This is an optimization exercise on Yosys and OpenROAD, whose aim is small area, not a production implementation. The RTL was checked by simulation tests, not by an equivalence proof against the original design.

[flow/design.v]
module pixel_compositor (
    input  logic        Clk,
    input  logic        Reset,
    input  logic        frame_start,
    input  logic        de,
    input  logic [9:0]  DrawX,
    input  logic [9:0]  DrawY,
    input  logic [9:0]  X,
    input  logic [9:0]  Y,
    input  logic [9:0]  size,
    input  logic [7:0]  x_vec,
    input  logic [7:0]  y_vec,
    input  logic        map_en,
    input  logic        wall_on,
    input  logic [11:0] wall_color,
    input  logic [11:0] memdata,
    output logic [3:0]  Red,
    output logic [3:0]  Green,
    output logic [3:0]  Blue,
    output logic        out_valid,
    output logic        dots_ready
);
    logic [9:0] x_lat, y_lat, s_lat;
    logic [7:0] xv_lat, yv_lat;
    logic       par_ok;
    logic [9:0] x_dot, y_dot;
    logic [7:0] xv_dot, yv_dot;
    logic       dot_ok;
    logic [3:0] cnt;
    logic       rdy;
    assign par_ok = (cnt != 4'd0) || dot_ok;
    assign rdy    = (cnt == 4'd0) && dot_ok;
    always_ff @(posedge Clk) begin
        if (frame_start) begin
            x_lat <= X; y_lat <= Y; s_lat <= size; xv_lat <= x_vec; yv_lat <= y_vec;
        end
        if (cnt == 4'd10 && !frame_start) begin
            x_dot <= x_lat; y_dot <= y_lat; xv_dot <= xv_lat; yv_dot <= yv_lat;
        end
    end
    always_ff @(posedge Clk) begin
        if (Reset) begin
            cnt <= '0; dot_ok <= 1'b0;
        end else if (frame_start) begin
            cnt <= 4'd1;
        end else if (cnt == 4'd10) begin
            cnt <= '0; dot_ok <= 1'b1;
        end else if (cnt != 4'd0) begin
            cnt <= cnt + 4'd1;
        end
    end
    logic [8:0] hx, hy;
    logic       dot_hit;
    dot_axis u_dx (.d(DrawX[7:0]), .p(x_dot), .a(xv_dot), .hit(hx));
    dot_axis u_dy (.d(DrawY[7:0]), .p(y_dot), .a(yv_dot), .hit(hy));
        assign dot_hit = dot_ok ? |(hx & hy) : (DrawX[7:0] == 8'd0 && DrawY[7:0] == 8'd0);
    logic signed [10:0] ddx, ddy;
    logic               player_hit;
    sub4 u_sx (.d(DrawX[7:0]), .p(x_lat), .r(ddx));
    sub4 u_sy (.d(DrawY[7:0]), .p(y_lat), .r(ddy));
    logic disc_in;
    disc_le u_disc (.dx(ddx), .dy(ddy), .s(s_lat), .le(disc_in));
        assign player_hit = par_ok && disc_in;
    logic above, below, in_map;
    col_cmp u_col (.y(DrawY), .m(memdata[7:0]), .above(above), .below(below));
    assign in_map = map_en && (DrawX <= 10'd160) && (DrawY <= 10'd120);
    logic [11:0] rgb1, rgb2;
    logic        v1, v2;
    logic [11:0] col;
    always_comb begin
        if (in_map) begin
            if (dot_hit)         col = 12'hFFF;
            else if (player_hit) col = 12'hF70;
            else if (wall_on)    col = wall_color;
            else                 col = 12'h004;
        end else begin
            if (above)           col = 12'h337;
            else if (below)      col = 12'h733;
            else                 col = {3{memdata[11:8]}};
        end
    end
    always_ff @(posedge Clk) begin
        rgb1 <= col;
    end
    always_ff @(posedge Clk) begin
        if (Reset) begin
            v1 <= 1'b0; rgb2 <= '0; v2 <= 1'b0;
        end else begin
            v1   <= de;
            rgb2 <= v1 ? rgb1 : 12'h000;
            v2   <= v1;
        end
    end
    assign {Red, Green, Blue} = rgb2;
    assign out_valid  = v2;
    assign dots_ready = rdy;
endmodule
module disc_le (input logic [10:0] dx, input logic [10:0] dy, input logic [9:0] s, output logic le);
    wire n0 = dx[4] ^ dy[4];
    wire n1 = ~(dx[4] | dy[4]);
    wire n2 = ~(s[0] & s[7]);
    wire n3 = ~(s[1] & s[6]);
    wire n4, n5;
    ha_cell u_n4 (.a(n2), .b(n3), .s(n4), .co(n5));
    wire n6 = ~(s[0] & s[8]);
    wire n7 = ~(s[1] & s[7]);
    wire n8 = n6 ^ n7;
    wire n9 = ~(n6 | n7);
    wire n10 = dx[5] ^ dy[5];
    wire n11 = ~(dx[5] | dy[5]);
    wire n12 = ~(s[0] & s[9]);
    wire n13 = ~(s[1] & s[8]);
    wire n14 = ~(s[2] & s[7]);
    wire n15, n16;
    fa_cell u_n15 (.a(n12), .b(n13), .c(n14), .s(n15), .co(n16));
    wire n17 = ~(dx[0] & dx[9]);
    wire n18 = ~(dx[1] & dx[8]);
    wire n19 = ~(dx[2] & dx[7]);
    wire n20, n21;
    fa_cell u_n20 (.a(n17), .b(n18), .c(n19), .s(n20), .co(n21));
    wire n22 = ~(s[3] & s[6]);
    wire n23 = ~(s[4] & s[5]);
    wire n24, n25;
    ha_cell u_n24 (.a(n22), .b(n23), .s(n24), .co(n25));
    wire n26 = ~(dx[0] & dx[10]);
    wire n27 = ~(dy[0] & dy[10]);
    wire n28 = ~(s[1] & s[9]);
    wire n29, n30;
    fa_cell u_n29 (.a(n26), .b(n27), .c(n28), .s(n29), .co(n30));
    wire n31 = ~(s[2] & s[8]);
    wire n32 = ~(s[3] & s[7]);
    wire n33 = ~(s[4] & s[6]);
    wire n34, n35;
    fa_cell u_n34 (.a(n31), .b(n32), .c(n33), .s(n34), .co(n35));
    wire n36 = ~(dx[1] & dx[9]);
    wire n37 = ~(dx[2] & dx[8]);
    wire n38 = n36 ^ n37;
    wire n39 = ~(n36 | n37);
    wire n40 = ~(dx[1] & dx[10]);
    wire n41 = dx[6] ^ n40;
    wire n42 = ~(dx[6] | n40);
    wire n43 = ~(dy[1] & dy[10]);
    wire n44 = ~(s[2] & s[9]);
    wire n45, n46;
    fa_cell u_n45 (.a(dy[6]), .b(n43), .c(n44), .s(n45), .co(n46));
    wire n47 = ~(s[3] & s[8]);
    wire n48 = ~(s[4] & s[7]);
    wire n49 = ~(s[5] & s[6]);
    wire n50, n51;
    fa_cell u_n50 (.a(n47), .b(n48), .c(n49), .s(n50), .co(n51));
    wire n52 = ~(dx[2] & dx[9]);
    wire n53 = ~(dx[3] & dx[8]);
    wire n54 = ~(dx[4] & dx[7]);
    wire n55, n56;
    fa_cell u_n55 (.a(n52), .b(n53), .c(n54), .s(n55), .co(n56));
    wire n57 = ~(dx[2] & dx[10]);
    wire n58 = ~(dy[2] & dy[10]);
    wire n59 = ~(s[3] & s[9]);
    wire n60, n61;
    fa_cell u_n60 (.a(n57), .b(n58), .c(n59), .s(n60), .co(n61));
    wire n62 = ~(dx[3] & dx[10]);
    wire n63, n64;
    fa_cell u_n63 (.a(dx[7]), .b(n62), .c(dy[7]), .s(n63), .co(n64));
    wire n65 = dx[3] ^ dy[3];
    wire n66 = ~(dx[3] | dy[3]);
    wire n67 = ~(s[0] & s[5]);
    wire n68 = ~(s[1] & s[4]);
    wire n69 = ~(s[2] & s[3]);
    wire n70, n71;
    fa_cell u_n70 (.a(n67), .b(n68), .c(n69), .s(n70), .co(n71));
    wire n72 = ~(s[0] & s[6]);
    wire n73 = ~(s[1] & s[5]);
    wire n74 = n72 ^ n73;
    wire n75 = ~(n72 | n73);
    wire n76 = ~(dx[0] & dx[6]);
    wire n77 = ~(dx[1] & dx[5]);
    wire n78 = n76 ^ n77;
    wire n79 = ~(n76 | n77);
    wire n80 = ~(s[2] & s[5]);
    wire n81 = ~(s[3] & s[4]);
    wire n82, n83;
    fa_cell u_n82 (.a(n4), .b(n80), .c(n81), .s(n82), .co(n83));
    wire n84 = ~(dx[0] & dx[7]);
    wire n85 = ~(dx[1] & dx[6]);
    wire n86, n87;
    fa_cell u_n86 (.a(n0), .b(n84), .c(n85), .s(n86), .co(n87));
    wire n88 = ~(dx[2] & dx[5]);
    wire n89 = ~(dx[3] & dx[4]);
    wire n90 = ~(dy[0] & dy[7]);
    wire n91, n92;
    fa_cell u_n91 (.a(n88), .b(n89), .c(n90), .s(n91), .co(n92));
    wire n93 = ~(s[2] & s[6]);
    wire n94 = ~(s[3] & s[5]);
    wire n95, n96;
    fa_cell u_n95 (.a(n5), .b(n93), .c(n94), .s(n95), .co(n96));
    wire n97 = ~(dx[0] & dx[8]);
    wire n98, n99;
    fa_cell u_n98 (.a(n1), .b(n8), .c(n97), .s(n98), .co(n99));
    wire n100 = ~(dx[1] & dx[7]);
    wire n101 = ~(dx[2] & dx[6]);
    wire n102 = ~(dx[3] & dx[5]);
    wire n103, n104;
    fa_cell u_n103 (.a(n100), .b(n101), .c(n102), .s(n103), .co(n104));
    wire n105 = ~(dy[0] & dy[8]);
    wire n106 = ~(dy[1] & dy[7]);
    wire n107 = n105 ^ n106;
    wire n108 = ~(n105 | n106);
    wire n109, n110;
    fa_cell u_n109 (.a(n9), .b(n10), .c(n20), .s(n109), .co(n110));
    wire n111 = ~(dx[3] & dx[6]);
    wire n112 = ~(dx[4] & dx[5]);
    wire n113 = ~(dy[0] & dy[9]);
    wire n114, n115;
    fa_cell u_n114 (.a(n111), .b(n112), .c(n113), .s(n114), .co(n115));
    wire n116 = ~(dy[1] & dy[8]);
    wire n117 = ~(dy[2] & dy[7]);
    wire n118 = ~(dy[3] & dy[6]);
    wire n119, n120;
    fa_cell u_n119 (.a(n116), .b(n117), .c(n118), .s(n119), .co(n120));
    wire n121 = dy[4] & dy[5];
    wire n122, n123;
    fa_cell u_n122 (.a(n15), .b(n24), .c(n121), .s(n122), .co(n123));
    wire n124, n125;
    fa_cell u_n124 (.a(n16), .b(n25), .c(n29), .s(n124), .co(n125));
    wire n126 = ~(dx[3] & dx[7]);
    wire n127, n128;
    fa_cell u_n127 (.a(n11), .b(n21), .c(n126), .s(n127), .co(n128));
    wire n129 = ~(dx[4] & dx[6]);
    wire n130 = ~(dy[1] & dy[9]);
    wire n131 = ~(dy[2] & dy[8]);
    wire n132, n133;
    fa_cell u_n132 (.a(n129), .b(n130), .c(n131), .s(n132), .co(n133));
    wire n134 = dy[3] & dy[7];
    wire n135, n136;
    fa_cell u_n135 (.a(n34), .b(n38), .c(n134), .s(n135), .co(n136));
    wire n137, n138;
    fa_cell u_n137 (.a(n30), .b(n35), .c(n39), .s(n137), .co(n138));
    wire n139 = ~(dx[5] & dx[6]);
    wire n140, n141;
    fa_cell u_n140 (.a(n41), .b(n55), .c(n139), .s(n140), .co(n141));
    wire n142 = ~(dy[2] & dy[9]);
    wire n143 = ~(dy[3] & dy[8]);
    wire n144 = ~(dy[4] & dy[7]);
    wire n145, n146;
    fa_cell u_n145 (.a(n142), .b(n143), .c(n144), .s(n145), .co(n146));
    wire n147 = dy[5] & dy[6];
    wire n148, n149;
    fa_cell u_n148 (.a(n45), .b(n50), .c(n147), .s(n148), .co(n149));
    wire n150, n151;
    fa_cell u_n150 (.a(n46), .b(n51), .c(n60), .s(n150), .co(n151));
    wire n152 = ~(dx[3] & dx[9]);
    wire n153, n154;
    fa_cell u_n153 (.a(n42), .b(n56), .c(n152), .s(n153), .co(n154));
    wire n155 = ~(dx[4] & dx[8]);
    wire n156 = ~(dx[5] & dx[7]);
    wire n157 = ~(dy[3] & dy[9]);
    wire n158, n159;
    fa_cell u_n158 (.a(n155), .b(n156), .c(n157), .s(n158), .co(n159));
    wire n160 = ~(s[4] & s[8]);
    wire n161 = ~(s[5] & s[7]);
    wire n162 = dy[4] & dy[8];
    wire n163, n164;
    fa_cell u_n163 (.a(n160), .b(n161), .c(n162), .s(n163), .co(n164));
    wire n165 = ~(dy[3] & dy[10]);
    wire n166, n167;
    fa_cell u_n166 (.a(n61), .b(n63), .c(n165), .s(n166), .co(n167));
    wire n168 = ~(s[4] & s[9]);
    wire n169 = ~(s[5] & s[8]);
    wire n170 = ~(s[6] & s[7]);
    wire n171, n172;
    fa_cell u_n171 (.a(n168), .b(n169), .c(n170), .s(n171), .co(n172));
    wire n173 = ~(dx[4] & dx[9]);
    wire n174 = ~(dx[5] & dx[8]);
    wire n175 = ~(dx[6] & dx[7]);
    wire n176, n177;
    fa_cell u_n176 (.a(n173), .b(n174), .c(n175), .s(n176), .co(n177));
    wire n178 = ~(dy[4] & dy[9]);
    wire n179 = ~(dy[5] & dy[8]);
    wire n180 = ~(dy[6] & dy[7]);
    wire n181, n182;
    fa_cell u_n181 (.a(n178), .b(n179), .c(n180), .s(n181), .co(n182));
    wire n183 = ~(dx[4] & dx[10]);
    wire n184 = ~(dy[4] & dy[10]);
    wire n185, n186;
    fa_cell u_n185 (.a(n64), .b(n183), .c(n184), .s(n185), .co(n186));
    wire n187 = ~(dx[5] & dx[9]);
    wire n188 = ~(dx[6] & dx[8]);
    wire n189 = ~(dy[5] & dy[9]);
    wire n190, n191;
    fa_cell u_n190 (.a(n187), .b(n188), .c(n189), .s(n190), .co(n191));
    wire n192 = ~(dx[5] & dx[10]);
    wire n193, n194;
    fa_cell u_n193 (.a(dx[8]), .b(n192), .c(dy[8]), .s(n193), .co(n194));
    wire n195 = ~(dy[5] & dy[10]);
    wire n196 = ~(s[6] & s[9]);
    wire n197 = ~(s[7] & s[8]);
    wire n198, n199;
    fa_cell u_n198 (.a(n195), .b(n196), .c(n197), .s(n198), .co(n199));
    wire n200 = ~(s[0] & s[3]);
    wire n201 = ~(s[1] & s[2]);
    wire n202, n203;
    fa_cell u_n202 (.a(dy[2]), .b(n200), .c(n201), .s(n202), .co(n203));
    wire n204 = ~(dx[0] & dx[3]);
    wire n205 = dx[2] ^ n204;
    wire n206 = ~(dx[2] | n204);
    wire n207 = ~(s[0] & s[4]);
    wire n208 = dx[2] ^ n207;
    wire n209 = ~(dx[2] | n207);
    wire n210 = ~(dx[0] & dx[4]);
    wire n211 = ~(dx[1] & dx[3]);
    wire n212 = ~(dy[0] & dy[4]);
    wire n213, n214;
    fa_cell u_n213 (.a(n210), .b(n211), .c(n212), .s(n213), .co(n214));
    wire n215 = ~(dx[0] & dx[5]);
    wire n216 = ~(dx[1] & dx[4]);
    wire n217, n218;
    fa_cell u_n217 (.a(n65), .b(n215), .c(n216), .s(n217), .co(n218));
    wire n219 = ~(dx[2] & dx[3]);
    wire n220 = ~(dy[0] & dy[5]);
    wire n221 = ~(dy[1] & dy[4]);
    wire n222, n223;
    fa_cell u_n222 (.a(n219), .b(n220), .c(n221), .s(n222), .co(n223));
    wire n224 = ~(dy[2] & dy[3]);
    wire n225 = n224 ^ s[3];
    wire n226 = ~(n224 | s[3]);
    wire n227 = ~(s[2] & s[4]);
    wire n228, n229;
    fa_cell u_n228 (.a(n71), .b(n78), .c(n227), .s(n228), .co(n229));
    wire n230 = ~(dx[2] & dx[4]);
    wire n231, n232;
    fa_cell u_n231 (.a(n66), .b(n74), .c(n230), .s(n231), .co(n232));
    wire n233 = ~(dy[0] & dy[6]);
    wire n234 = ~(dy[1] & dy[5]);
    wire n235 = ~(dy[2] & dy[4]);
    wire n236, n237;
    fa_cell u_n236 (.a(n233), .b(n234), .c(n235), .s(n236), .co(n237));
    wire n238, n239;
    fa_cell u_n238 (.a(n75), .b(n86), .c(n91), .s(n238), .co(n239));
    wire n240 = ~(dy[1] & dy[6]);
    wire n241 = ~(dy[2] & dy[5]);
    wire n242 = ~(dy[3] & dy[4]);
    wire n243, n244;
    fa_cell u_n243 (.a(n240), .b(n241), .c(n242), .s(n243), .co(n244));
    wire n245 = ~s[4];
    wire n246, n247;
    fa_cell u_n246 (.a(n79), .b(n82), .c(n245), .s(n246), .co(n247));
    wire n248, n249;
    fa_cell u_n248 (.a(n83), .b(n95), .c(n107), .s(n248), .co(n249));
    wire n250, n251;
    fa_cell u_n250 (.a(n87), .b(n92), .c(n98), .s(n250), .co(n251));
    wire n252 = ~(dy[2] & dy[6]);
    wire n253 = ~(dy[3] & dy[5]);
    wire n254, n255;
    fa_cell u_n254 (.a(n103), .b(n252), .c(n253), .s(n254), .co(n255));
    wire n256, n257;
    fa_cell u_n256 (.a(n96), .b(n108), .c(n122), .s(n256), .co(n257));
    wire n258, n259;
    fa_cell u_n258 (.a(n99), .b(n104), .c(n109), .s(n258), .co(n259));
    wire n260, n261;
    fa_cell u_n260 (.a(n114), .b(n119), .c(s[5]), .s(n260), .co(n261));
    wire n262, n263;
    fa_cell u_n262 (.a(n123), .b(n124), .c(n135), .s(n262), .co(n263));
    wire n264, n265;
    fa_cell u_n264 (.a(n110), .b(n115), .c(n120), .s(n264), .co(n265));
    wire n266 = ~(dy[4] & dy[6]);
    wire n267, n268;
    fa_cell u_n267 (.a(n127), .b(n132), .c(n266), .s(n267), .co(n268));
    wire n269, n270;
    fa_cell u_n269 (.a(n125), .b(n136), .c(n137), .s(n269), .co(n270));
    wire n271, n272;
    fa_cell u_n271 (.a(n128), .b(n133), .c(n140), .s(n271), .co(n272));
    wire n273 = ~n148;
    wire n274, n275;
    fa_cell u_n274 (.a(n145), .b(s[6]), .c(n273), .s(n274), .co(n275));
    wire n276, n277;
    fa_cell u_n276 (.a(n138), .b(n149), .c(n150), .s(n276), .co(n277));
    wire n278, n279;
    fa_cell u_n278 (.a(n141), .b(n146), .c(n153), .s(n278), .co(n279));
    wire n280 = ~(dy[5] & dy[7]);
    wire n281 = ~n163;
    wire n282, n283;
    fa_cell u_n282 (.a(n158), .b(n280), .c(n281), .s(n282), .co(n283));
    wire n284, n285;
    fa_cell u_n284 (.a(n151), .b(n164), .c(n166), .s(n284), .co(n285));
    wire n286, n287;
    fa_cell u_n286 (.a(n154), .b(n159), .c(n176), .s(n286), .co(n287));
    wire n288 = ~n171;
    wire n289, n290;
    fa_cell u_n289 (.a(n181), .b(s[7]), .c(n288), .s(n289), .co(n290));
    wire n291, n292;
    fa_cell u_n291 (.a(n167), .b(n172), .c(n185), .s(n291), .co(n292));
    wire n293, n294;
    fa_cell u_n293 (.a(n177), .b(n182), .c(n190), .s(n293), .co(n294));
    wire n295 = ~(s[5] & s[9]);
    wire n296 = ~(s[6] & s[8]);
    wire n297 = dy[6] & dy[8];
    wire n298, n299;
    fa_cell u_n298 (.a(n295), .b(n296), .c(n297), .s(n298), .co(n299));
    wire n300, n301;
    fa_cell u_n300 (.a(n186), .b(n193), .c(n198), .s(n300), .co(n301));
    wire n302 = ~(dx[6] & dx[9]);
    wire n303 = ~(dx[7] & dx[8]);
    wire n304, n305;
    fa_cell u_n304 (.a(n191), .b(n302), .c(n303), .s(n304), .co(n305));
    wire n306 = ~(dy[6] & dy[9]);
    wire n307 = ~(dy[7] & dy[8]);
    wire n308, n309;
    fa_cell u_n308 (.a(n306), .b(n307), .c(s[8]), .s(n308), .co(n309));
    wire n310 = ~(dx[6] & dx[10]);
    wire n311, n312;
    fa_cell u_n311 (.a(n194), .b(n199), .c(n310), .s(n311), .co(n312));
    wire n313 = ~(dy[6] & dy[10]);
    wire n314 = ~(s[7] & s[9]);
    wire n315 = dx[7] & dx[9];
    wire n316, n317;
    fa_cell u_n316 (.a(n313), .b(n314), .c(n315), .s(n316), .co(n317));
    wire n318 = ~(dx[7] & dx[10]);
    wire n319, n320;
    fa_cell u_n319 (.a(dx[9]), .b(n318), .c(dy[9]), .s(n319), .co(n320));
    wire n321 = ~(dx[8] & dx[9]);
    wire n322 = ~(dy[8] & dy[9]);
    wire n323, n324;
    fa_cell u_n323 (.a(n321), .b(n322), .c(s[9]), .s(n323), .co(n324));
    wire n325 = ~(dx[0] & dx[1]);
    wire n326 = ~(dy[0] & dy[1]);
    wire n327, n328;
    fa_cell u_n327 (.a(dx[1]), .b(n325), .c(n326), .s(n327), .co(n328));
    wire n329 = ~(s[0] & s[2]);
    wire n330 = dx[1] ^ n329;
    wire n331 = ~(dx[1] | n329);
    wire n332 = ~(dx[1] & dx[2]);
    wire n333 = ~(dy[0] & dy[3]);
    wire n334 = ~(dy[1] & dy[2]);
    wire n335, n336;
    fa_cell u_n335 (.a(n332), .b(n333), .c(n334), .s(n335), .co(n336));
    wire n337, n338;
    ha_cell u_n337 (.a(n202), .b(n205), .s(n337), .co(n338));
    wire n339 = ~(s[1] & s[3]);
    wire n340, n341;
    fa_cell u_n340 (.a(n203), .b(n206), .c(n339), .s(n340), .co(n341));
    wire n342 = ~(dy[1] & dy[3]);
    wire n343, n344;
    fa_cell u_n343 (.a(n208), .b(n213), .c(n342), .s(n343), .co(n344));
    wire n345, n346;
    fa_cell u_n345 (.a(n209), .b(n214), .c(n217), .s(n345), .co(n346));
    wire n347 = ~n222;
    wire n348, n349;
    fa_cell u_n348 (.a(n225), .b(n70), .c(n347), .s(n348), .co(n349));
    wire n350, n351;
    fa_cell u_n350 (.a(n218), .b(n223), .c(n231), .s(n350), .co(n351));
    wire n352 = ~n236;
    wire n353, n354;
    fa_cell u_n353 (.a(n226), .b(n228), .c(n352), .s(n353), .co(n354));
    wire n355, n356;
    fa_cell u_n355 (.a(n232), .b(n237), .c(n238), .s(n355), .co(n356));
    wire n357 = ~n243;
    wire n358, n359;
    fa_cell u_n358 (.a(n229), .b(n246), .c(n357), .s(n358), .co(n359));
    wire n360, n361;
    fa_cell u_n360 (.a(n239), .b(n244), .c(n250), .s(n360), .co(n361));
    wire n362 = ~n254;
    wire n363, n364;
    fa_cell u_n363 (.a(n247), .b(n248), .c(n362), .s(n363), .co(n364));
    wire n365, n366;
    fa_cell u_n365 (.a(n251), .b(n255), .c(n258), .s(n365), .co(n366));
    wire n367 = ~n260;
    wire n368, n369;
    fa_cell u_n368 (.a(n249), .b(n256), .c(n367), .s(n368), .co(n369));
    wire n370, n371;
    fa_cell u_n370 (.a(n259), .b(n261), .c(n264), .s(n370), .co(n371));
    wire n372 = ~n267;
    wire n373, n374;
    fa_cell u_n373 (.a(n257), .b(n262), .c(n372), .s(n373), .co(n374));
    wire n375, n376;
    fa_cell u_n375 (.a(n265), .b(n268), .c(n271), .s(n375), .co(n376));
    wire n377 = ~n274;
    wire n378, n379;
    fa_cell u_n378 (.a(n263), .b(n269), .c(n377), .s(n378), .co(n379));
    wire n380, n381;
    fa_cell u_n380 (.a(n272), .b(n275), .c(n278), .s(n380), .co(n381));
    wire n382 = ~n282;
    wire n383, n384;
    fa_cell u_n383 (.a(n270), .b(n276), .c(n382), .s(n383), .co(n384));
    wire n385, n386;
    fa_cell u_n385 (.a(n279), .b(n283), .c(n286), .s(n385), .co(n386));
    wire n387 = ~n289;
    wire n388, n389;
    fa_cell u_n388 (.a(n277), .b(n284), .c(n387), .s(n388), .co(n389));
    wire n390, n391;
    fa_cell u_n390 (.a(n285), .b(n291), .c(n298), .s(n390), .co(n391));
    wire n392, n393;
    fa_cell u_n392 (.a(n287), .b(n290), .c(n293), .s(n392), .co(n393));
    wire n394, n395;
    fa_cell u_n394 (.a(n292), .b(n299), .c(n300), .s(n394), .co(n395));
    wire n396, n397;
    fa_cell u_n396 (.a(n294), .b(n304), .c(n308), .s(n396), .co(n397));
    wire n398, n399;
    fa_cell u_n398 (.a(n301), .b(n311), .c(n316), .s(n398), .co(n399));
    wire n400 = ~(dy[7] & dy[9]);
    wire n401, n402;
    fa_cell u_n401 (.a(n305), .b(n309), .c(n400), .s(n401), .co(n402));
    wire n403, n404;
    fa_cell u_n403 (.a(n312), .b(n317), .c(n319), .s(n403), .co(n404));
    wire n405 = ~(dy[7] & dy[10]);
    wire n406 = ~(s[8] & s[9]);
    wire n407 = ~n323;
    wire n408, n409;
    fa_cell u_n408 (.a(n405), .b(n406), .c(n407), .s(n408), .co(n409));
    wire n410 = ~(dx[8] & dx[10]);
    wire n411 = ~(dy[8] & dy[10]);
    wire n412, n413;
    fa_cell u_n412 (.a(n320), .b(n410), .c(n411), .s(n412), .co(n413));
    wire n414 = ~(dx[9] & dx[10]);
    wire n415 = dx[10] ^ n414;
    wire n416 = ~(dx[10] | n414);
    wire n417 = ~(s[0] & s[1]);
    wire n418, n419;
    ha_cell u_n418 (.a(dy[1]), .b(n417), .s(n418), .co(n419));
    wire n420 = ~(dx[0] & dx[2]);
    wire n421, n422;
    fa_cell u_n421 (.a(n328), .b(n330), .c(n420), .s(n421), .co(n422));
    wire n423, n424;
    fa_cell u_n423 (.a(n331), .b(n335), .c(s[2]), .s(n423), .co(n424));
    wire n425 = ~n336;
    wire n426, n427;
    fa_cell u_n426 (.a(n338), .b(n340), .c(n425), .s(n426), .co(n427));
    wire n428 = ~n344;
    wire n429, n430;
    fa_cell u_n429 (.a(n341), .b(n348), .c(n428), .s(n429), .co(n430));
    wire n431 = ~n346;
    wire n432, n433;
    fa_cell u_n432 (.a(n349), .b(n353), .c(n431), .s(n432), .co(n433));
    wire n434 = ~n351;
    wire n435, n436;
    fa_cell u_n435 (.a(n354), .b(n358), .c(n434), .s(n435), .co(n436));
    wire n437 = ~n356;
    wire n438, n439;
    fa_cell u_n438 (.a(n359), .b(n363), .c(n437), .s(n438), .co(n439));
    wire n440 = ~n361;
    wire n441, n442;
    fa_cell u_n441 (.a(n364), .b(n368), .c(n440), .s(n441), .co(n442));
    wire n443 = ~n366;
    wire n444, n445;
    fa_cell u_n444 (.a(n369), .b(n373), .c(n443), .s(n444), .co(n445));
    wire n446 = ~n371;
    wire n447, n448;
    fa_cell u_n447 (.a(n374), .b(n378), .c(n446), .s(n447), .co(n448));
    wire n449 = ~n376;
    wire n450, n451;
    fa_cell u_n450 (.a(n379), .b(n383), .c(n449), .s(n450), .co(n451));
    wire n452 = ~n381;
    wire n453, n454;
    fa_cell u_n453 (.a(n384), .b(n388), .c(n452), .s(n453), .co(n454));
    wire n455 = ~n386;
    wire n456, n457;
    fa_cell u_n456 (.a(n389), .b(n390), .c(n455), .s(n456), .co(n457));
    wire n458 = ~n393;
    wire n459, n460;
    fa_cell u_n459 (.a(n391), .b(n394), .c(n458), .s(n459), .co(n460));
    wire n461 = ~n397;
    wire n462, n463;
    fa_cell u_n462 (.a(n395), .b(n398), .c(n461), .s(n462), .co(n463));
    wire n464, n465;
    fa_cell u_n464 (.a(n399), .b(n403), .c(n408), .s(n464), .co(n465));
    wire n466, n467;
    fa_cell u_n466 (.a(n404), .b(n409), .c(n412), .s(n466), .co(n467));
    wire n468 = ~(dy[9] & dy[10]);
    wire n469, n470;
    fa_cell u_n469 (.a(n413), .b(dy[10]), .c(n468), .s(n469), .co(n470));
    wire n471, n472;
    ha_cell u_n471 (.a(dx[0]), .b(dy[0]), .s(n471), .co(n472));
    wire n473 = n327 ^ s[1];
    wire n474 = ~(n327 | s[1]);
    wire n475 = ~(dy[0] & dy[2]);
    wire n476 = ~n419;
    wire n477, n478;
    fa_cell u_n477 (.a(n421), .b(n475), .c(n476), .s(n477), .co(n478));
    wire n479 = ~n337;
    wire n480, n481;
    fa_cell u_n480 (.a(n422), .b(n423), .c(n479), .s(n480), .co(n481));
    wire n482 = ~n426;
    wire n483, n484;
    fa_cell u_n483 (.a(n424), .b(n343), .c(n482), .s(n483), .co(n484));
    wire n485 = ~n345;
    wire n486, n487;
    fa_cell u_n486 (.a(n427), .b(n429), .c(n485), .s(n486), .co(n487));
    wire n488 = ~n350;
    wire n489, n490;
    fa_cell u_n489 (.a(n430), .b(n432), .c(n488), .s(n489), .co(n490));
    wire n491 = ~n355;
    wire n492, n493;
    fa_cell u_n492 (.a(n433), .b(n435), .c(n491), .s(n492), .co(n493));
    wire n494 = ~n360;
    wire n495, n496;
    fa_cell u_n495 (.a(n436), .b(n438), .c(n494), .s(n495), .co(n496));
    wire n497 = ~n365;
    wire n498, n499;
    fa_cell u_n498 (.a(n439), .b(n441), .c(n497), .s(n498), .co(n499));
    wire n500 = ~n370;
    wire n501, n502;
    fa_cell u_n501 (.a(n442), .b(n444), .c(n500), .s(n501), .co(n502));
    wire n503 = ~n375;
    wire n504, n505;
    fa_cell u_n504 (.a(n445), .b(n447), .c(n503), .s(n504), .co(n505));
    wire n506 = ~n380;
    wire n507, n508;
    fa_cell u_n507 (.a(n448), .b(n450), .c(n506), .s(n507), .co(n508));
    wire n509 = ~n385;
    wire n510, n511;
    fa_cell u_n510 (.a(n451), .b(n453), .c(n509), .s(n510), .co(n511));
    wire n512 = ~n392;
    wire n513, n514;
    fa_cell u_n513 (.a(n454), .b(n456), .c(n512), .s(n513), .co(n514));
    wire n515 = ~n396;
    wire n516, n517;
    fa_cell u_n516 (.a(n457), .b(n459), .c(n515), .s(n516), .co(n517));
    wire n518 = ~n401;
    wire n519, n520;
    fa_cell u_n519 (.a(n460), .b(n462), .c(n518), .s(n519), .co(n520));
    wire n521 = ~n402;
    wire n522, n523;
    fa_cell u_n522 (.a(n463), .b(n464), .c(n521), .s(n522), .co(n523));
    wire n524 = ~n324;
    wire n525, n526;
    fa_cell u_n525 (.a(n465), .b(n466), .c(n524), .s(n525), .co(n526));
    wire n527 = ~n415;
    wire n528, n529;
    fa_cell u_n528 (.a(n467), .b(n469), .c(n527), .s(n528), .co(n529));
    wire n530 = ~n416;
    wire n531 = n470 ^ n530;
    wire n532 = ~(n470 | n530);
    wire n533 = n471 & ~s[0];
    wire n534 = n472 | n533;
    wire n535 = (n473 & n418) | (n473 & n534) | (n418 & n534);
    wire n536 = (n474 & ~n477) | (n474 & n535) | (~n477 & n535);
    wire n537 = (n478 & n480) | (n478 & ~n536) | (n480 & ~n536);
    wire n538 = (n481 & n483) | (n481 & n537) | (n483 & n537);
    wire n539 = (n484 & ~n486) | (n484 & n538) | (~n486 & n538);
    wire n540 = (n487 & n489) | (n487 & ~n539) | (n489 & ~n539);
    wire n541 = (n490 & n492) | (n490 & n540) | (n492 & n540);
    wire n542 = (n493 & n495) | (n493 & n541) | (n495 & n541);
    wire n543 = (n496 & n498) | (n496 & n542) | (n498 & n542);
    wire n544 = (n499 & n501) | (n499 & n543) | (n501 & n543);
    wire n545 = (n502 & n504) | (n502 & n544) | (n504 & n544);
    wire n546 = (n505 & n507) | (n505 & n545) | (n507 & n545);
    wire n547 = (n508 & n510) | (n508 & n546) | (n510 & n546);
    wire n548 = (n511 & n513) | (n511 & n547) | (n513 & n547);
    wire n549 = (n514 & n516) | (n514 & n548) | (n516 & n548);
    wire n550 = (n517 & n519) | (n517 & n549) | (n519 & n549);
    wire n551 = (n520 & n522) | (n520 & n550) | (n522 & n550);
    wire n552 = (n523 & n525) | (n523 & n551) | (n525 & n551);
    wire n553 = (n526 & n528) | (n526 & n552) | (n528 & n552);
    wire n554 = (n529 & ~n531) | (n529 & n553) | (~n531 & n553);
    wire n555 = ~(n532 ^ n554);
    assign le = n555;
endmodule
module fa_cell (input logic a, input logic b, input logic c, output logic s, output logic co);
    assign s  = a ^ b ^ c;
    assign co = (a & b) | (a & c) | (b & c);
endmodule
module ha_cell (input logic a, input logic b, output logic s, output logic co);
    assign s  = a ^ b;
    assign co = a & b;
endmodule
module dot_axis (
    input  logic [7:0] d,
    input  logic [9:0] p,
    input  logic [7:0] a,
    output logic [8:0] hit
);
    logic [10:0] m3, m5, m7;
    logic [8:2]  c3;
    logic [9:3]  c5, c7;
    ha_cell h3 (.a(a[1]), .b(a[0]), .s(m3[1]), .co(c3[2]));
    for (genvar i = 2; i <= 7; i++) begin : g3
        fa_cell f (.a(a[i]), .b(a[i-1]), .c(c3[i]), .s(m3[i]), .co(c3[i+1]));
    end
    assign m3[0]     = a[0];
    assign m3[8]     = c3[8];
    assign m3[10:9]  = {2{a[7]}};
    ha_cell h5 (.a(a[2]), .b(a[0]), .s(m5[2]), .co(c5[3]));
    for (genvar i = 3; i <= 8; i++) begin : g5
        fa_cell f (.a(a[(i <= 7) ? i : 7]), .b(a[i-2]), .c(c5[i]), .s(m5[i]), .co(c5[i+1]));
    end
    assign m5[1:0] = a[1:0];
    assign m5[9]   = c5[9];
    assign m5[10]  = a[7];
    ha_cell h7 (.a(m3[2]), .b(a[0]), .s(m7[2]), .co(c7[3]));
    for (genvar i = 3; i <= 8; i++) begin : g7
        fa_cell f (.a(m3[i]), .b(a[i-2]), .c(c7[i]), .s(m7[i]), .co(c7[i+1]));
    end
    assign m7[1:0] = m3[1:0];
    assign m7[9]   = c7[9];
    assign m7[10]  = a[7];
    logic [5:0] h [9];
    logic [1:0] l [9];
    assign h[0] = 6'd0;                         assign l[0] = 2'd0;
    assign h[1] = {{4{a[7]}}, a[6:5]};          assign l[1] = a[4:3];
    assign h[2] = {{3{a[7]}}, a[6:4]};          assign l[2] = a[3:2];
    assign h[3] = m3[10:5];                     assign l[3] = m3[4:3];
    assign h[4] = {{2{a[7]}}, a[6:3]};          assign l[4] = a[2:1];
    assign h[5] = m5[10:5];                     assign l[5] = m5[4:3];
    assign h[6] = m3[9:4];                      assign l[6] = m3[3:2];
    assign h[7] = m7[10:5];                     assign l[7] = m7[4:3];
    assign h[8] = a[7:2];                       assign l[8] = a[1:0];
    logic [8:0] z;
    logic [8:1] cz;
    logic [7:0] nph;
    assign nph = ~p[9:2];
    assign z[0]  = d[0] ^ p[2];
    assign cz[1] = d[0] | nph[0];
    for (genvar i = 1; i <= 7; i++) begin : gz
        fa_cell f (.a(d[i]), .b(nph[i]), .c(cz[i]), .s(z[i]), .co(cz[i+1]));
    end
    assign z[8] = ~cz[8];
    logic       in0, in1;
    logic [5:0] w, wm;
    assign w   = z[5:0];
    logic [5:0] lz;
    assign lz[0] = 1'b1;
    for (genvar i = 1; i < 6; i++) begin : gl
        assign lz[i] = lz[i-1] & ~w[i-1];
    end
    assign wm  = w ^ lz;
    assign in0 = (z[8:5] == 4'b0000) || (z[8:5] == 4'b1111);
    assign in1 = (z[8:5] == 4'b0000) || ((z[8:5] == 4'b0001) && lz[5]) || ((z[8:5] == 4'b1111) && !lz[5]);
    logic [3:0] qa, qb;
    assign qa = {~(p[1] & p[0]), p[1] | p[0], p[1], p[1] & p[0]};
    assign qb = {1'b0, 1'b0, ~p[1] & ~p[0], ~p[1]};
    for (genvar k = 0; k < 9; k++) begin : gk
        logic ak, bk;
        assign ak = qa[l[k]];
        assign bk = qb[l[k]];
        assign hit[k] = (ak && in1 && (h[k] == wm)) || (bk && in0 && (h[k] == w));
    end
endmodule
module sub4 (
    input  logic [7:0]  d,
    input  logic [9:0]  p,
    output logic [10:0] r
);
    logic [10:2] c;
    logic [9:2]  np;
    assign np   = ~p[9:2];
    assign r[0] = p[0];
    assign r[1] = p[1] ^ p[0];
    assign c[2] = ~(p[1] | p[0]);
    for (genvar i = 2; i <= 9; i++) begin : g
        fa_cell f (.a(d[i-2]), .b(np[i]), .c(c[i]), .s(r[i]), .co(c[i+1]));
    end
    assign r[10] = ~c[10];
endmodule
module col_cmp (
    input  logic [9:0] y,
    input  logic [7:0] m,
    output logic       above,
    output logic       below
);
    logic [9:0] w;
    logic [9:4] cw;
    assign w[2:0] = y[3:1];
    assign w[3]   = ~y[4];
    assign cw[4]  = y[4];
    for (genvar i = 4; i <= 6; i++) begin : gw
        assign w[i]    = y[i+1] ^ cw[i];
        assign cw[i+1] = y[i+1] & cw[i];
    end
    assign w[7]  = ~(y[8] ^ cw[7]);
    assign cw[8] = y[8] | cw[7];
    assign w[8]  = ~(y[9] ^ cw[8]);
    assign cw[9] = y[9] | cw[8];
    assign w[9]  = ~cw[9];
    logic [7:1] ca;
    assign ca[1] = m[0] & w[0];
    for (genvar i = 1; i <= 6; i++) begin : ga
        assign ca[i+1] = (m[i] & w[i]) | (m[i] & ca[i]) | (w[i] & ca[i]);
    end
    assign above = w[9] & ~m[7] & ~ca[7];
    logic [10:1] cb;
    assign cb[1] = y[0];
    for (genvar i = 1; i <= 8; i++) begin : gb
        assign cb[i+1] = (w[i-1] & ~m[i-1]) | (w[i-1] & cb[i]) | (~m[i-1] & cb[i]);
    end
    assign cb[10] = w[8] | cb[9];
    assign below = ~w[9] & cb[10];
endmodule
[flow/flow/run.sh]
#!/bin/bash
set -e
export BUFFER_PORTS_ARGS="-buffer_cell sky130_fd_sc_hd__buf_1"
export CTS_ARGS="-sink_clustering_enable -repair_clock_nets -buf_list sky130_fd_sc_hd__clkbuf_8 -dont_use_dummy_load"
bash standard.sh > standard_flow.log 2>&1
[flow/standard.sh]
#!/bin/bash
# synth_recipe.tcl (not shown) runs the flow's synth.tcl, then flattens the netlist and writes it again
# the make line also repeats each setting of config.mk as NAME=value (left out here)
make -C /OpenROAD-flow-scripts/flow DESIGN_CONFIG=/design/flow/config.mk WORK_HOME=/design/flow/orfs CLKGATE_MAP_FILE= SYNTH_SCRIPT=/design/flow/synth_recipe.tcl "${@:-finish}"
[flow/config.mk]
export PLATFORM = sky130hd
export DESIGN_NAME = pixel_compositor
export DESIGN_NICKNAME = pixel_compositor
export VERILOG_FILES = /design/flow/design.v
export SDC_FILE = /design/flow/constraint.sdc
export NUM_CORES = 4
export LEC_CHECK = 0
export CAP_MARGIN = 20
export CORE_MARGIN = 2
export CORE_UTILIZATION = 40
export CTS_BUF_LIST = sky130_fd_sc_hd__clkbuf_8
export SLEW_MARGIN = 20
export SYNTH_HIERARCHICAL = 1
[flow/constraint.sdc]
create_clock -name core_clock -period 12.0 [get_ports {Clk}]
set_input_delay 2.4000 -clock core_clock [delete_from_list [all_inputs] [get_ports {Clk}]]
set_output_delay 2.4000 -clock core_clock [all_outputs]
set_load 0.01 [all_outputs]
==> flow_summary.toml <==
[status]
status = "timing/DRC/antenna clean"

[sta]
worstMarginPinSlew_ps = 1060
finalMaxSlewViolations = 0
hold_viol = 0
min_period_ps = 11130
finalCritPeriodShare = 0.927
hold_slack_ps = 418
setup_tns_ps = 0
setup_violations = 0
relSlewSlack = 0.294
clock-skew-final_ps = 33.3
fmaxAchievable_mhz = 89.9
rsz0062_at_grt = "no"

[routing]
routed_via_density = 5.57
ant_nets = 0
dr.pass1.iters = 7
drc_errors = 0
drtIter0Drc = 651
wirelength_um = 34600
vias = 9324
wl_per_cell_um = 20.6

[placement]
place_inst = 1658
hpwl_um = 26200
port_buffers = 109
gp_congestion = 0.877

[worst_setup_path]
cp.required_ps = 12330
crit_family = "adder cells"
cp_common_cell = "fa_1"
start_kind = "input pin"
cp-startpoint = "DrawY[0]"
slowest_stage = "fa_1"
cp_num_buf_inv = 4
arrival_ps = 11460
critPathKind = "input pin to flop"
r2r_cells = 28
end_kind = "flop"
r2r_slack_ps = 1940
worst-path-stages = 27
critPathMaxFanout = 11
critPathCapture = "rgb1[8]"
r2r_end = "rgb1[8]"
slowest_delay_ps = 580
r2r-start = "y_lat[0]"

[synth]
yosysWarnings = 10
synth-main-ff-cell = "edfxtp_1"
synth-edff-count = 82
synth.avg_cell_area_um2 = 10.6
ys_types = 76
synthArstFlopShare = 0
synth-seq-cells = 113
synth_seq_area_share = 0.238
synthCells = 1221
syn-cell-area_mm2 = 0.0130
syn_nets = 1576

[cts]
insertion_delay_ps = 470
root_buffer = "clkbuf_8"
h-tree-depth = 4
post-cts-setup-buffers = 0
clkTransAtPathRegs_ps = 90
cts.sinks = 113
cts_made_buffers = 17
cts_buffer_depth = 2
tritoncts = "built"
post_cts_resized = 0
hold_buffers = 0

[cells_and_area]
nets = 1630
fin_cells = 1675
layout_commonest_cell = "fa_1"
layout-drive-gt1-share = 0.0432
finalCoreUtilization = 0.433
area_growth_pct = 6.13
final_cell_mix = "fa_1, nand2_1, inv_1"
num_antenna_cells = 0

[flow_run]
max-cap-violations = 0

[worst_hold_path]
hp-class = "flop to flop"
worst_hold_path.num_cells = 0

[floorplanning]
die_area_mm2 = 0.0338
std_cell_rows = 65
die_width_um = 184
design.portCount = 110
core_area_mm2 = 0.0317
fp.dieH_um = 184
initial_core_util = 0.408

[power]
p_leak_uw = 0.00514
p_per_area_mw_per_mm2 = 291
vdd_ir_drop_max_v = 0.000452
p_total_uw = 4000

[global_route]
antenna_found_initial = 0
grt_pass1_vias = 9887
overflow = 0
track_usage = 0.215
grt_max_degree = 50
grt_pass1_wl_um = 54800
[modules after synthesis (local to each module, per instance)]
module	area (um2)	flops+latches	copies in the design	cells inside
fa_cell	20.0	0	211	1
ha_cell	12.5	0	11	1
sub4	61.3	0	2	13
dot_axis	1480	0	2	201
disc_le	1530	0	1	314
pixel_compositor	3670	113	1	208
col_cmp	319	0	1	49
[per-layer routing]
| layer | global-route usage | share of wire | wire length [um] | vias up |
|---|---|---|---|---|
| met4 | 0.0925 | 0.038 | 1320 | 0 |
| met1 | 0.266 | 0.41 | 14000 | 4786 |
| met2 | 0.366 | 0.50 | 17400 | 284 |
| li1 | - | - | - | 4185 |
| met5 | 0 | 0 | 0 | - |
| met3 | 0.0414 | 0.052 | 1780 | 69 |
[layout make-up]
cell class,count,area [um2]
flip-flops and latches,113,3080
fillers,3049,18000
inverters,124,465
clock buffers,17,234
multi-input cells,902,8990
repair buffers,117,470
well taps,402,503
[through the flow]
stage / setup WS (ps) / cell area, um2
6_report: 873 / 13700
5_1_grt: 525 / 13700
4_1_cts: 907 / 13700
3_5_place_dp: 411 / 13500
3_3_place_gp: 671 / 13500
2_1_floorplan: 1360 / 13000
[logic make-up after synthesis]
group / after synthesis / share of synthesized area
AO/OA/AOI/OAI: 163 / 0.0958
multiplexers: 1 / 0.000773
buffers and inverters: 206 / 0.0690
XOR/XNOR: 125 / 0.0845
flip-flops: 113 / 0.238
other: 1 / 0.000289
AND/OR/NAND/NOR: 349 / 0.136
adder cells (fa/ha/maj): 263 / 0.376
[worst min path at each step]
stage,endpoint,from
2_1_floorplan,xv_dot[0],xv_lat[0]
3_3_place_gp,yv_dot[2],yv_lat[2]
3_5_place_dp,xv_dot[7],xv_lat[7]
4_1_cts,yv_dot[2],yv_lat[2]
5_1_grt,yv_dot[2],yv_lat[2]
6_report,yv_dot[2],yv_lat[2]
[flip-flops by register name (all words and copies together), names as in the netlist]
signal,flops
yv_dot,8
y_dot,10
x_dot,10
cnt,4
rgb2,12
s_lat,10
v1,1
v2,1
yv_lat,8
xv_dot,8
x_lat,10
xv_lat,8
dot_ok,1
y_lat,10
rgb1,12
[Yosys cell counts (all sizes together) (9+ instances only)]
cell    count  area, um2
and2       35        219
buf        34        228
nand3b      9       67.6
nand2     157        589
nor4       20        125
clkbuf     48        200
xor2       61        534
dfxtp      31        621
inv       124        465
a21oi      36        195
o22ai      14        100
nand3      27        135
a211oi     22        170
nand2b      9       56.3
edfxtp     82       2460
xnor2      64        561
nor3       14       70.1
nor2       22       82.6
ha         48        601
o21ai      12       60.1
nand4      24        150
fa        211       4220
[power by group]
part           total, uW  switching (uW)  internal [uW]
logic               3260            1810           1460
clock network        275             151            124
registers            462            20.4            442
total               4000            1980           2020

[re-timing with driven ports]
The results above use ideal ports. As a check the final layout listed here was re-extracted and re-timed, cells and wires unchanged. Step 1 (the two cells are an assumption about what drives the block):
set clk [get_ports {Clk}]
set_driving_cell -lib_cell sky130_fd_sc_hd__clkbuf_16 $clk
set_driving_cell -lib_cell sky130_fd_sc_hd__buf_2 [delete_from_list [all_inputs] $clk]
Step 2 also shifts input and output timing later by t, the mid clock arrival at the registers, as if the neighbouring blocks saw the same clock. Three values: ideal ports, drivers, drivers and shift; two values: the first two.
t, ns: 0.498
slack for setup (ns): 0.873 / 0.897 / 0.399
hold WS [ns]: 0.418 / 0.418 / 0.418
slew at the worst register clock pin (ns): 0.09 / 0.09
After both steps this run still meets setup and hold. For this run, drivers alone change the setup slack by +0.024 ns; drivers and shift together by -0.474 ns.
